Background: an optimization exercise with open tools, aiming at small area, a short achievable clock period and few clock cycles per item. Do not read the settings as production practice.
The RTL was checked by simulation tests, not by an equivalence proof against the original design.

==> run M <==
==> flow/design.v <==
package iole_pkg;
  localparam int CAPACITY   = 16;
  localparam int DATA_WIDTH = 32;
  localparam int KIND_W     = 3;
  localparam int POS_W      = 5;
  localparam int STAT_W     = 2;
  localparam int CNT_W      = $clog2(CAPACITY + 1);
  localparam logic [KIND_W-1:0] KIND_PUSH_FRONT = 3'd0;
  localparam logic [KIND_W-1:0] KIND_PUSH_BACK  = 3'd1;
  localparam logic [KIND_W-1:0] KIND_POP_FRONT  = 3'd2;
  localparam logic [KIND_W-1:0] KIND_POP_BACK   = 3'd3;
  localparam logic [KIND_W-1:0] KIND_INSERT_AT  = 3'd4;
  localparam logic [KIND_W-1:0] KIND_REMOVE_AT  = 3'd5;
  localparam logic [KIND_W-1:0] KIND_FIND       = 3'd6;
  localparam logic [STAT_W-1:0] ST_OK    = 2'd0;
  localparam logic [STAT_W-1:0] ST_EMPTY = 2'd1;
  localparam logic [STAT_W-1:0] ST_FULL  = 2'd2;
  localparam logic [STAT_W-1:0] ST_RANGE = 2'd3;
endpackage
module iole_cell (
  input  logic                            clk,
  input  logic                            sp,
  input  logic                            sn,
  input  logic                            ld,
  input  logic [iole_pkg::DATA_WIDTH-1:0] prev_val,
  input  logic [iole_pkg::DATA_WIDTH-1:0] next_val,
  input  logic [iole_pkg::DATA_WIDTH-1:0] load_val,
  input  logic                            live,
  input  logic [iole_pkg::DATA_WIDTH-1:0] key,
  output logic [iole_pkg::DATA_WIDTH-1:0] val_r,
  output logic                            match
);
  logic                            hold;
  logic [iole_pkg::DATA_WIDTH-1:0] val_nxt;
  assign hold    = !(sp || sn || ld);
  assign val_nxt = ({iole_pkg::DATA_WIDTH{hold}} & val_r)
                 | ({iole_pkg::DATA_WIDTH{sp}}   & prev_val)
                 | ({iole_pkg::DATA_WIDTH{sn}}   & next_val)
                 | ({iole_pkg::DATA_WIDTH{ld}}   & load_val);
  always_ff @(posedge clk) begin
    val_r <= val_nxt;
  end
  assign match = live && (val_r == key);
endmodule
module iole_ctrl_pre (
  input  logic [2:0]                      kind,
  input  logic [iole_pkg::POS_W-1:0]      pos,
  output logic [6:0]                      flags,
  output logic [iole_pkg::CAPACITY-1:0]   ge,
  output logic                            le16
);
  localparam int N = iole_pkg::CAPACITY;
  assign flags[0] = (kind == iole_pkg::KIND_PUSH_FRONT);
  assign flags[1] = (kind == iole_pkg::KIND_PUSH_BACK);
  assign flags[2] = (kind == iole_pkg::KIND_INSERT_AT);
  assign flags[3] = (kind == iole_pkg::KIND_POP_FRONT);
  assign flags[4] = (kind == iole_pkg::KIND_POP_BACK);
  assign flags[5] = (kind == iole_pkg::KIND_REMOVE_AT);
  assign flags[6] = (kind == iole_pkg::KIND_FIND);
  for (genvar i = 0; i < N; i++) begin : g_ge
    assign ge[i] = (iole_pkg::POS_W'(i) >= pos);
  end
  assign le16 = (pos <= iole_pkg::POS_W'(N));
endmodule
module iole_ctrl (
  input  logic [6:0]                      flags,
  input  logic [iole_pkg::CAPACITY-1:0]   ge,
  input  logic                            le16,
  input  logic [iole_pkg::CAPACITY-1:0]   live,
  output logic                            ok_ins,
  output logic                            ok_dec,
  output logic                            mv_ins,
  output logic [iole_pkg::CAPACITY-1:0]   g_ins,
  output logic [iole_pkg::CAPACITY-1:0]   g_rem,
  output logic                            is_find,
  output logic [iole_pkg::STAT_W-1:0]     status
);
  localparam int N = iole_pkg::CAPACITY;
  logic is_pf, is_pb, is_in, is_popf, is_popb, is_rm;
  logic empty, full, pos_le_n, pos_lt_n;
  logic [N-1:0] at_cnt;
  logic [N-1:0] at_last;
  assign is_pf   = flags[0];
  assign is_pb   = flags[1];
  assign is_in   = flags[2];
  assign is_popf = flags[3];
  assign is_popb = flags[4];
  assign is_rm   = flags[5];
  assign is_find = flags[6];
  assign empty = !live[0];
  assign full  = live[N-1];
  for (genvar i = 0; i < N; i++) begin : g_at
    if (i == 0) begin : g_first
      assign at_cnt[i] = !live[0];
    end else begin : g_rest
      assign at_cnt[i] = live[i-1] && !live[i];
    end
    if (i == N - 1) begin : g_last
      assign at_last[i] = live[i];
    end else begin : g_inner
      assign at_last[i] = live[i] && !live[i+1];
    end
  end
  assign pos_le_n = full ? le16 : |(at_cnt & ge);
  assign pos_lt_n = |(at_last & ge);
  for (genvar i = 0; i < N; i++) begin : g_g
    assign g_ins[i] = is_pf || (is_pb && !live[i]) || (is_in && ge[i]);
    assign g_rem[i] = is_popf || (is_rm && ge[i]);
  end
  assign mv_ins = (is_pf || is_pb || is_in) && !full;
  always_comb begin
    ok_ins = 1'b0;
    ok_dec = 1'b0;
    status = iole_pkg::ST_OK;
    if (is_pf || is_pb || is_in) begin
      if (is_in && !pos_le_n) begin
        status = iole_pkg::ST_RANGE;
      end else if (full) begin
        status = iole_pkg::ST_FULL;
      end else begin
        ok_ins = 1'b1;
      end
    end
    if (is_popf || is_popb) begin
      if (empty) begin
        status = iole_pkg::ST_EMPTY;
      end else begin
        ok_dec = 1'b1;
      end
    end
    if (is_rm) begin
      if (!pos_lt_n) begin
        status = iole_pkg::ST_RANGE;
      end else begin
        ok_dec = 1'b1;
      end
    end
  end
endmodule
module indexed_ordered_list_engine (
  input  logic           clk,
  input  logic           rst_n,
  input  logic           in_valid,
  output logic           in_ready,
  input  logic [39:0]    in_data,
  output logic           out_valid,
  input  logic           out_ready,
  output logic [77:0]    out_data
);
  localparam int N  = iole_pkg::CAPACITY;
  localparam int W  = iole_pkg::DATA_WIDTH;
  localparam int PW = iole_pkg::POS_W;
  logic [2:0]                  kind;
  logic [PW-1:0]               pos;
  logic [W-1:0]                key;
  assign kind = in_data[39:37];
  assign pos  = in_data[36:32];
  assign key  = in_data[31:0];
  logic                        adv;
  logic [N-1:0]                live;
  logic [W-1:0]                cell_val [N];
  logic                        ok_ins, ok_dec, mv_ins;
  logic [N-1:0]                g_ins, g_rem;
  logic                        is_find;
  logic [iole_pkg::STAT_W-1:0] status;
  logic [N-1:0]                match;
  logic                        r_valid;
  logic [W-1:0]                r_key;
  logic [6:0]                  r_flags;
  logic [N-1:0]                r_ge;
  logic                        r_le16;
  logic [6:0]                  d_flags;
  logic [N-1:0]                d_ge;
  logic                        d_le16;
  logic                        exec;
  logic                        e_valid;
  logic [iole_pkg::STAT_W-1:0] e_status;
  logic                        e_find;
  logic [N-1:0]                e_match;
  logic                        o_valid;
  logic [77:0]                 o_data;
  assign adv       = out_ready;
  assign in_ready  = adv;
  assign exec      = r_valid && adv;
  assign out_valid = o_valid;
  assign out_data  = o_data;
  iole_ctrl_pre u_pre (
    .kind     (kind),
    .pos      (pos),
    .flags    (d_flags),
    .ge       (d_ge),
    .le16     (d_le16)
  );
  always_ff @(posedge clk) begin
    if (!rst_n) begin
      r_valid <= 1'b0;
    end else if (adv) begin
      r_valid <= in_valid;
    end
  end
  always_ff @(posedge clk) begin
    if (adv) begin
      r_key   <= key;
      r_flags <= d_flags;
      r_ge    <= d_ge;
      r_le16  <= d_le16;
    end
  end
  iole_ctrl u_ctrl (
    .flags    (r_flags),
    .ge       (r_ge),
    .le16     (r_le16),
    .live     (live),
    .ok_ins   (ok_ins),
    .ok_dec   (ok_dec),
    .mv_ins   (mv_ins),
    .g_ins    (g_ins),
    .g_rem    (g_rem),
    .is_find  (is_find),
    .status   (status)
  );
  for (genvar i = 0; i < N; i++) begin : g_cell
    logic [W-1:0] prev_v;
    logic [W-1:0] next_v;
    logic         sp, sn, ld;
    if (i == 0) begin : g_first
      assign prev_v = r_key;
      assign sp     = 1'b0;
      assign ld     = exec && mv_ins && g_ins[0];
    end else begin : g_mid
      assign prev_v = cell_val[i-1];
      assign sp     = exec && mv_ins && g_ins[i-1];
      assign ld     = exec && mv_ins && g_ins[i] && !g_ins[i-1];
    end
    if (i == N - 1) begin : g_end
      assign next_v = cell_val[i];
    end else begin : g_inner
      assign next_v = cell_val[i+1];
    end
    assign sn = exec && g_rem[i];
    iole_cell u_cell (
      .clk      (clk),
      .sp       (sp),
      .sn       (sn),
      .ld       (ld),
      .prev_val (prev_v),
      .next_val (next_v),
      .load_val (r_key),
      .live     (live[i]),
      .key      (r_key),
      .val_r    (cell_val[i]),
      .match    (match[i])
    );
  end
  always_ff @(posedge clk) begin
    if (!rst_n) begin
      live    <= '0;
      e_valid <= 1'b0;
    end else begin
      if (exec) begin
        if (ok_ins) begin
          live <= {live[N-2:0], 1'b1};
        end else if (ok_dec) begin
          live <= {1'b0, live[N-1:1]};
        end
      end
      if (adv) begin
        e_valid <= r_valid;
      end
    end
  end
  always_ff @(posedge clk) begin
    if (adv) begin
      e_status <= status;
      e_find   <= is_find;
      e_match  <= match & {N{is_find}};
    end
  end
  logic [N-1:0]    first;
  logic [N-1:0]    below;
  logic [PW-1:0]   hit_idx;
  logic [PW-1:0]   cnt;
  logic [W-1:0]    back_v;
  logic            hit;
  always_comb begin
    below = '0;
    for (int i = 1; i < N; i++) begin
      below[i] = below[i-1] | e_match[i-1];
    end
    first = e_match & ~below;
    hit   = |e_match;
  end
  always_comb begin
    hit_idx = '0;
    cnt     = '0;
    back_v  = '0;
    for (int i = 0; i < N; i++) begin
      if (first[i]) begin
        hit_idx = hit_idx | PW'(i);
      end
      if (live[i] && ((i == N - 1) || !live[(i + 1) % N])) begin
        cnt    = cnt | PW'(i + 1);
        back_v = back_v | cell_val[i];
      end
    end
  end
  always_ff @(posedge clk) begin
    if (!rst_n) begin
      o_valid <= 1'b0;
    end else if (adv) begin
      o_valid <= e_valid;
    end
  end
  always_ff @(posedge clk) begin
    if (adv) begin
      o_data <= {e_status,
                 hit,
                 e_find ? (hit ? hit_idx : cnt) : PW'(0),
                 cell_val[0] & {W{live[0]}},
                 back_v,
                 cnt,
                 !live[0]};
    end
  end
endmodule
==> flow/run.sh <==
#!/bin/bash
# synth_recipe.tcl (not shown) runs the flow's synth.tcl, then flattens the netlist and writes it again
# the make line also repeats each setting of config.mk as NAME=value (left out here)
make -C /OpenROAD-flow-scripts/flow DESIGN_CONFIG=/design/flow/config.mk WORK_HOME=/design/flow/orfs CLKGATE_MAP_FILE= SYNTH_SCRIPT=/design/flow/synth_recipe.tcl finish
==> flow/config.mk <==
export PLATFORM = sky130hd
export DESIGN_NAME = indexed_ordered_list_engine
export DESIGN_NICKNAME = indexed_ordered_list_engine
export VERILOG_FILES = /design/flow/design.v
export SDC_FILE = /design/flow/constraint.sdc
export NUM_CORES = 4
export LEC_CHECK = 0
export CAP_MARGIN = 20
export CORE_MARGIN = 2
export CORE_UTILIZATION = 50
export PLACE_DENSITY = 0.65
export SETUP_SLACK_MARGIN = 2.4
export SLEW_MARGIN = 20
export SYNTH_HIERARCHICAL = 1
==> flow/constraint.sdc <==
create_clock -name core_clock -period 5.0 [get_ports {clk}]
set_input_delay 1.0000 -clock core_clock [delete_from_list [all_inputs] [get_ports {clk}]]
set_output_delay 1.0000 -clock core_clock [all_outputs]
set_load 0.01 [all_outputs]
==> run D: changes against run M <==
--- a/flow/design.v
+++ b/flow/design.v
@@ -21,2 +21,3 @@
   input  logic                            clk,
+  input  logic                            hold,
   input  logic                            sp,
@@ -32,5 +33,3 @@
 );
-  logic                            hold;
   logic [iole_pkg::DATA_WIDTH-1:0] val_nxt;
-  assign hold    = !(sp || sn || ld);
   assign val_nxt = ({iole_pkg::DATA_WIDTH{hold}} & val_r)
@@ -47,7 +46,11 @@
   input  logic [iole_pkg::POS_W-1:0]      pos,
+  input  logic [iole_pkg::CAPACITY-1:0]   live,
   output logic [6:0]                      flags,
-  output logic [iole_pkg::CAPACITY-1:0]   ge,
-  output logic                            le16
+  output logic [iole_pkg::CAPACITY-1:0]   gi,
+  output logic [iole_pkg::CAPACITY-1:0]   gr,
+  output logic [3:0]                      cmp
 );
   localparam int N = iole_pkg::CAPACITY;
+  logic [N-1:0] ge;
+  logic [35:0]  lt_cnt;
   assign flags[0] = (kind == iole_pkg::KIND_PUSH_FRONT);
@@ -61,4 +64,11 @@
     assign ge[i] = (iole_pkg::POS_W'(i) >= pos);
+    assign gi[i] = flags[0] || (flags[2] && ge[i]);
+    assign gr[i] = flags[3] || (flags[5] && ge[i]);
+  end
+  assign lt_cnt = {{(36 - N - 2){1'b0}}, live, 2'b11};
+  for (genvar s = 0; s < 4; s++) begin : g_cmp
+    logic [31:0] sh;
+    assign sh     = lt_cnt[s +: 32];
+    assign cmp[s] = sh[pos];
   end
-  assign le16 = (pos <= iole_pkg::POS_W'(N));
 endmodule
@@ -66,4 +76,6 @@
   input  logic [6:0]                      flags,
-  input  logic [iole_pkg::CAPACITY-1:0]   ge,
-  input  logic                            le16,
+  input  logic [iole_pkg::CAPACITY-1:0]   gi,
+  input  logic [3:0]                      cmp,
+  input  logic                            inc,
+  input  logic                            dec,
   input  logic [iole_pkg::CAPACITY-1:0]   live,
@@ -71,5 +83,4 @@
   output logic                            ok_dec,
-  output logic                            mv_ins,
+  output logic                            nfull,
   output logic [iole_pkg::CAPACITY-1:0]   g_ins,
-  output logic [iole_pkg::CAPACITY-1:0]   g_rem,
   output logic                            is_find,
@@ -80,4 +91,2 @@
   logic empty, full, pos_le_n, pos_lt_n;
-  logic [N-1:0] at_cnt;
-  logic [N-1:0] at_last;
   assign is_pf   = flags[0];
@@ -91,21 +100,6 @@
   assign full  = live[N-1];
-  for (genvar i = 0; i < N; i++) begin : g_at
-    if (i == 0) begin : g_first
-      assign at_cnt[i] = !live[0];
-    end else begin : g_rest
-      assign at_cnt[i] = live[i-1] && !live[i];
-    end
-    if (i == N - 1) begin : g_last
-      assign at_last[i] = live[i];
-    end else begin : g_inner
-      assign at_last[i] = live[i] && !live[i+1];
-    end
-  end
-  assign pos_le_n = full ? le16 : |(at_cnt & ge);
-  assign pos_lt_n = |(at_last & ge);
-  for (genvar i = 0; i < N; i++) begin : g_g
-    assign g_ins[i] = is_pf || (is_pb && !live[i]) || (is_in && ge[i]);
-    assign g_rem[i] = is_popf || (is_rm && ge[i]);
-  end
-  assign mv_ins = (is_pf || is_pb || is_in) && !full;
+  assign nfull = !full;
+  assign pos_le_n = inc ? cmp[0] : dec ? cmp[2] : cmp[1];
+  assign pos_lt_n = inc ? cmp[1] : dec ? cmp[3] : cmp[2];
+  assign g_ins = gi | ({N{is_pb}} & ~live);
   always_comb begin
@@ -161,4 +155,4 @@
   logic [W-1:0]                cell_val [N];
-  logic                        ok_ins, ok_dec, mv_ins;
-  logic [N-1:0]                g_ins, g_rem;
+  logic                        ok_ins, ok_dec, nfull;
+  logic [N-1:0]                g_ins;
   logic                        is_find;
@@ -169,7 +163,11 @@
   logic [6:0]                  r_flags;
-  logic [N-1:0]                r_ge;
-  logic                        r_le16;
+  logic [N-1:0]                r_gi;
+  logic [N-1:0]                r_gr;
+  logic [3:0]                  r_cmp;
+  logic                        r_inc;
+  logic                        r_dec;
   logic [6:0]                  d_flags;
-  logic [N-1:0]                d_ge;
-  logic                        d_le16;
+  logic [N-1:0]                d_gi;
+  logic [N-1:0]                d_gr;
+  logic [3:0]                  d_cmp;
   logic                        exec;
@@ -189,5 +187,7 @@
     .pos      (pos),
+    .live     (live),
     .flags    (d_flags),
-    .ge       (d_ge),
-    .le16     (d_le16)
+    .gi       (d_gi),
+    .gr       (d_gr),
+    .cmp      (d_cmp)
   );
@@ -196,4 +196,8 @@
       r_valid <= 1'b0;
+      r_inc   <= 1'b0;
+      r_dec   <= 1'b0;
     end else if (adv) begin
       r_valid <= in_valid;
+      r_inc   <= exec && ok_ins;
+      r_dec   <= exec && ok_dec;
     end
@@ -204,4 +208,5 @@
       r_flags <= d_flags;
-      r_ge    <= d_ge;
-      r_le16  <= d_le16;
+      r_gi    <= d_gi;
+      r_gr    <= d_gr;
+      r_cmp   <= d_cmp;
     end
@@ -210,4 +215,6 @@
     .flags    (r_flags),
-    .ge       (r_ge),
-    .le16     (r_le16),
+    .gi       (r_gi),
+    .cmp      (r_cmp),
+    .inc      (r_inc),
+    .dec      (r_dec),
     .live     (live),
@@ -215,5 +222,4 @@
     .ok_dec   (ok_dec),
-    .mv_ins   (mv_ins),
+    .nfull    (nfull),
     .g_ins    (g_ins),
-    .g_rem    (g_rem),
     .is_find  (is_find),
@@ -224,3 +230,3 @@
     logic [W-1:0] next_v;
-    logic         sp, sn, ld;
+    logic         hold, sp, sn, ld;
     if (i == 0) begin : g_first
@@ -228,7 +234,7 @@
       assign sp     = 1'b0;
-      assign ld     = exec && mv_ins && g_ins[0];
+      assign ld     = exec && nfull && g_ins[0];
     end else begin : g_mid
       assign prev_v = cell_val[i-1];
-      assign sp     = exec && mv_ins && g_ins[i-1];
-      assign ld     = exec && mv_ins && g_ins[i] && !g_ins[i-1];
+      assign sp     = exec && nfull && g_ins[i-1];
+      assign ld     = exec && nfull && g_ins[i] && !g_ins[i-1];
     end
@@ -239,5 +245,7 @@
     end
-    assign sn = exec && g_rem[i];
+    assign sn   = exec && r_gr[i];
+    assign hold = !(exec && ((nfull && g_ins[i]) || r_gr[i]));
     iole_cell u_cell (
       .clk      (clk),
+      .hold     (hold),
       .sp       (sp),
--- a/flow/config.mk
+++ b/flow/config.mk
@@ -10,4 +10,6 @@
 export CORE_UTILIZATION = 50
+export CTS_CLUSTER_DIAMETER = 100
+export CTS_CLUSTER_SIZE = 30
 export PLACE_DENSITY = 0.65
-export SETUP_SLACK_MARGIN = 2.4
+export SETUP_SLACK_MARGIN = 2.6
 export SLEW_MARGIN = 20
==> run K: changes against run M <==
--- a/flow/design.v
+++ b/flow/design.v
@@ -21,2 +21,3 @@
   input  logic                            clk,
+  input  logic                            hold,
   input  logic                            sp,
@@ -32,5 +33,3 @@
 );
-  logic                            hold;
   logic [iole_pkg::DATA_WIDTH-1:0] val_nxt;
-  assign hold    = !(sp || sn || ld);
   assign val_nxt = ({iole_pkg::DATA_WIDTH{hold}} & val_r)
@@ -47,7 +46,11 @@
   input  logic [iole_pkg::POS_W-1:0]      pos,
+  input  logic [iole_pkg::CAPACITY-1:0]   live,
   output logic [6:0]                      flags,
-  output logic [iole_pkg::CAPACITY-1:0]   ge,
-  output logic                            le16
+  output logic [iole_pkg::CAPACITY-1:0]   gi,
+  output logic [iole_pkg::CAPACITY-1:0]   gr,
+  output logic [3:0]                      cmp
 );
   localparam int N = iole_pkg::CAPACITY;
+  logic [N-1:0] ge;
+  logic [35:0]  lt_cnt;
   assign flags[0] = (kind == iole_pkg::KIND_PUSH_FRONT);
@@ -61,4 +64,11 @@
     assign ge[i] = (iole_pkg::POS_W'(i) >= pos);
+    assign gi[i] = flags[0] || (flags[2] && ge[i]);
+    assign gr[i] = flags[3] || (flags[5] && ge[i]);
+  end
+  assign lt_cnt = {{(36 - N - 2){1'b0}}, live, 2'b11};
+  for (genvar s = 0; s < 4; s++) begin : g_cmp
+    logic [31:0] sh;
+    assign sh     = lt_cnt[s +: 32];
+    assign cmp[s] = sh[pos];
   end
-  assign le16 = (pos <= iole_pkg::POS_W'(N));
 endmodule
@@ -66,4 +76,6 @@
   input  logic [6:0]                      flags,
-  input  logic [iole_pkg::CAPACITY-1:0]   ge,
-  input  logic                            le16,
+  input  logic [iole_pkg::CAPACITY-1:0]   gi,
+  input  logic [3:0]                      cmp,
+  input  logic                            inc,
+  input  logic                            dec,
   input  logic [iole_pkg::CAPACITY-1:0]   live,
@@ -71,5 +83,4 @@
   output logic                            ok_dec,
-  output logic                            mv_ins,
+  output logic                            nfull,
   output logic [iole_pkg::CAPACITY-1:0]   g_ins,
-  output logic [iole_pkg::CAPACITY-1:0]   g_rem,
   output logic                            is_find,
@@ -80,4 +91,2 @@
   logic empty, full, pos_le_n, pos_lt_n;
-  logic [N-1:0] at_cnt;
-  logic [N-1:0] at_last;
   assign is_pf   = flags[0];
@@ -91,21 +100,6 @@
   assign full  = live[N-1];
-  for (genvar i = 0; i < N; i++) begin : g_at
-    if (i == 0) begin : g_first
-      assign at_cnt[i] = !live[0];
-    end else begin : g_rest
-      assign at_cnt[i] = live[i-1] && !live[i];
-    end
-    if (i == N - 1) begin : g_last
-      assign at_last[i] = live[i];
-    end else begin : g_inner
-      assign at_last[i] = live[i] && !live[i+1];
-    end
-  end
-  assign pos_le_n = full ? le16 : |(at_cnt & ge);
-  assign pos_lt_n = |(at_last & ge);
-  for (genvar i = 0; i < N; i++) begin : g_g
-    assign g_ins[i] = is_pf || (is_pb && !live[i]) || (is_in && ge[i]);
-    assign g_rem[i] = is_popf || (is_rm && ge[i]);
-  end
-  assign mv_ins = (is_pf || is_pb || is_in) && !full;
+  assign nfull = !full;
+  assign pos_le_n = inc ? cmp[0] : dec ? cmp[2] : cmp[1];
+  assign pos_lt_n = inc ? cmp[1] : dec ? cmp[3] : cmp[2];
+  assign g_ins = gi | ({N{is_pb}} & ~live);
   always_comb begin
@@ -160,5 +154,6 @@
   logic [N-1:0]                live;
+  logic [N-1:0]                last;
   logic [W-1:0]                cell_val [N];
-  logic                        ok_ins, ok_dec, mv_ins;
-  logic [N-1:0]                g_ins, g_rem;
+  logic                        ok_ins, ok_dec, nfull;
+  logic [N-1:0]                g_ins;
   logic                        is_find;
@@ -169,7 +164,11 @@
   logic [6:0]                  r_flags;
-  logic [N-1:0]                r_ge;
-  logic                        r_le16;
+  logic [N-1:0]                r_gi;
+  logic [N-1:0]                r_gr;
+  logic [3:0]                  r_cmp;
+  logic                        r_inc;
+  logic                        r_dec;
   logic [6:0]                  d_flags;
-  logic [N-1:0]                d_ge;
-  logic                        d_le16;
+  logic [N-1:0]                d_gi;
+  logic [N-1:0]                d_gr;
+  logic [3:0]                  d_cmp;
   logic                        exec;
@@ -189,5 +188,7 @@
     .pos      (pos),
+    .live     (live),
     .flags    (d_flags),
-    .ge       (d_ge),
-    .le16     (d_le16)
+    .gi       (d_gi),
+    .gr       (d_gr),
+    .cmp      (d_cmp)
   );
@@ -196,4 +197,8 @@
       r_valid <= 1'b0;
+      r_inc   <= 1'b0;
+      r_dec   <= 1'b0;
     end else if (adv) begin
       r_valid <= in_valid;
+      r_inc   <= exec && ok_ins;
+      r_dec   <= exec && ok_dec;
     end
@@ -204,4 +209,5 @@
       r_flags <= d_flags;
-      r_ge    <= d_ge;
-      r_le16  <= d_le16;
+      r_gi    <= d_gi;
+      r_gr    <= d_gr;
+      r_cmp   <= d_cmp;
     end
@@ -210,4 +216,6 @@
     .flags    (r_flags),
-    .ge       (r_ge),
-    .le16     (r_le16),
+    .gi       (r_gi),
+    .cmp      (r_cmp),
+    .inc      (r_inc),
+    .dec      (r_dec),
     .live     (live),
@@ -215,5 +223,4 @@
     .ok_dec   (ok_dec),
-    .mv_ins   (mv_ins),
+    .nfull    (nfull),
     .g_ins    (g_ins),
-    .g_rem    (g_rem),
     .is_find  (is_find),
@@ -224,3 +231,3 @@
     logic [W-1:0] next_v;
-    logic         sp, sn, ld;
+    logic         hold, sp, sn, ld;
     if (i == 0) begin : g_first
@@ -228,7 +235,7 @@
       assign sp     = 1'b0;
-      assign ld     = exec && mv_ins && g_ins[0];
+      assign ld     = exec && nfull && g_ins[0];
     end else begin : g_mid
       assign prev_v = cell_val[i-1];
-      assign sp     = exec && mv_ins && g_ins[i-1];
-      assign ld     = exec && mv_ins && g_ins[i] && !g_ins[i-1];
+      assign sp     = exec && nfull && g_ins[i-1];
+      assign ld     = exec && nfull && g_ins[i] && !g_ins[i-1];
     end
@@ -239,5 +246,7 @@
     end
-    assign sn = exec && g_rem[i];
+    assign sn   = exec && r_gr[i];
+    assign hold = !(exec && ((nfull && g_ins[i]) || r_gr[i]));
     iole_cell u_cell (
       .clk      (clk),
+      .hold     (hold),
       .sp       (sp),
@@ -257,2 +266,3 @@
       live    <= '0;
+      last    <= '0;
       e_valid <= 1'b0;
@@ -262,4 +272,6 @@
           live <= {live[N-2:0], 1'b1};
+          last <= {last[N-2:0], !live[0]};
         end else if (ok_dec) begin
           live <= {1'b0, live[N-1:1]};
+          last <= {1'b0, last[N-1:1]};
         end
@@ -300,3 +312,3 @@
       end
-      if (live[i] && ((i == N - 1) || !live[(i + 1) % N])) begin
+      if (last[i]) begin
         cnt    = cnt | PW'(i + 1);
==> flow/flow/run.sh (new file) <==
#!/bin/bash
# Standard layout, with plain buf_1 cells as the port buffers (the resizer
# still upsizes the ones on critical paths). The output of the standard
# flow goes to standard.log; each ORFS step keeps its own log under orfs/logs.
set -euo pipefail
export BUFFER_PORTS_ARGS="-buffer_cell sky130_fd_sc_hd__buf_1"
bash standard.sh > standard.log 2>&1
==> flow/standard.sh (new file) <==
#!/bin/bash
# synth_recipe.tcl (not shown) runs the flow's synth.tcl, then flattens the netlist and writes it again
# the make line also repeats each setting of config.mk as NAME=value (left out here)
make -C /OpenROAD-flow-scripts/flow DESIGN_CONFIG=/design/flow/config.mk WORK_HOME=/design/flow/orfs CLKGATE_MAP_FILE= SYNTH_SCRIPT=/design/flow/synth_recipe.tcl "${@:-finish}"
--- a/flow/config.mk
+++ b/flow/config.mk
@@ -10,4 +10,6 @@
 export CORE_UTILIZATION = 50
+export CTS_CLUSTER_DIAMETER = 100
+export CTS_CLUSTER_SIZE = 24
 export PLACE_DENSITY = 0.65
-export SETUP_SLACK_MARGIN = 2.4
+export SETUP_SLACK_MARGIN = 2.6
 export SLEW_MARGIN = 20
removed: flow/run.sh
==> flow_summary.yaml <==
grt:
  top_usage_layer: "met1"
die:
  initial_core_util: 0.504
  die_h_um: 278
  num_tap_cells: 969
logic_synthesis:
  yosysMostFrequentCell: "a22oi_1"
outcome:
  status: "timing/DRC/antenna clean"
worst_hold_path:
  whs_endpoint: "o_data[76]"
sta:
  period_minus_slack_ns: 2.50
  worst_pin_slew_ns: 1.23
# the run above: run D

==> flow_summary.yaml <==
logic_synthesis:
  yosysMostFrequentCell: "a22oi_1"
die:
  die_h_um: 280
  initial_core_util: 0.503
  core_area_um2: 75700
sta:
  worst_pin_slew_ns: 1.06
  period_minus_slack_ns: 2.62
outcome:
  status: "timing/DRC/antenna clean"
# the run above: run K

==> flow_summary.yaml <==
drt:
  drc: 0
logic_synthesis:
  yosysMostFrequentCell: "nand2_1"
placement:
  placed_area_um2: 38300
grt:
  top_usage_layer: "met1"
sta:
  period_minus_slack_ns: 2.76
  worst_pin_slew_ns: 1.27
final_layout:
  multi_input_gates: 2881
worst_hold_path:
  whs_endpoint: "o_data[77]"
outcome:
  status: "timing/DRC/antenna clean"
# the run above: run M

Testbench counts of run M, summed over its fixed seeds: cycles 16,024, items 16,000.
Testbench counts of run D, summed over its fixed seeds: cycles 16,024, items 16,000.
Testbench counts of run K, summed over its fixed seeds: cycles 16,024, items 16,000.

[static timing again, ports no longer ideal]
No port has a modelled driver above. Below, the same layouts with a new extraction and two added sets of constraints. Step 1 assumes that a clkbuf_16 drives the clock port and a buf_2 every other input. Step 2, shift: input delay + t, output delay - t, t = (earliest + latest rising clock arrival at the registers) / 2. This alone moves slack from input paths to output paths. Slacks: ideal / step 1 / step 2; pairs: ideal / step 1.
run | shift t [ns] | slack for setup (ns) | worst setup path after step 2 | slew at the worst register clock pin (ns) | worst data-port slew with drivers (ns)
run M | 0.691 | 2.245 / 2.245 / 1.928 | input to register | 0.07 / 0.07 | 0.12
run D | 0.671 | 2.502 / 2.502 / 2.009 | input to register | 0.12 / 0.12 | 0.06
run K | 0.684 | 2.382 / 2.243 / 1.774 | input to register | 0.12 / 0.12 | 0.14
After both steps setup and hold are still met in every run listed. For run K, which loses most, drivers alone change the setup slack by -0.139 ns; drivers and shift together by -0.608 ns.
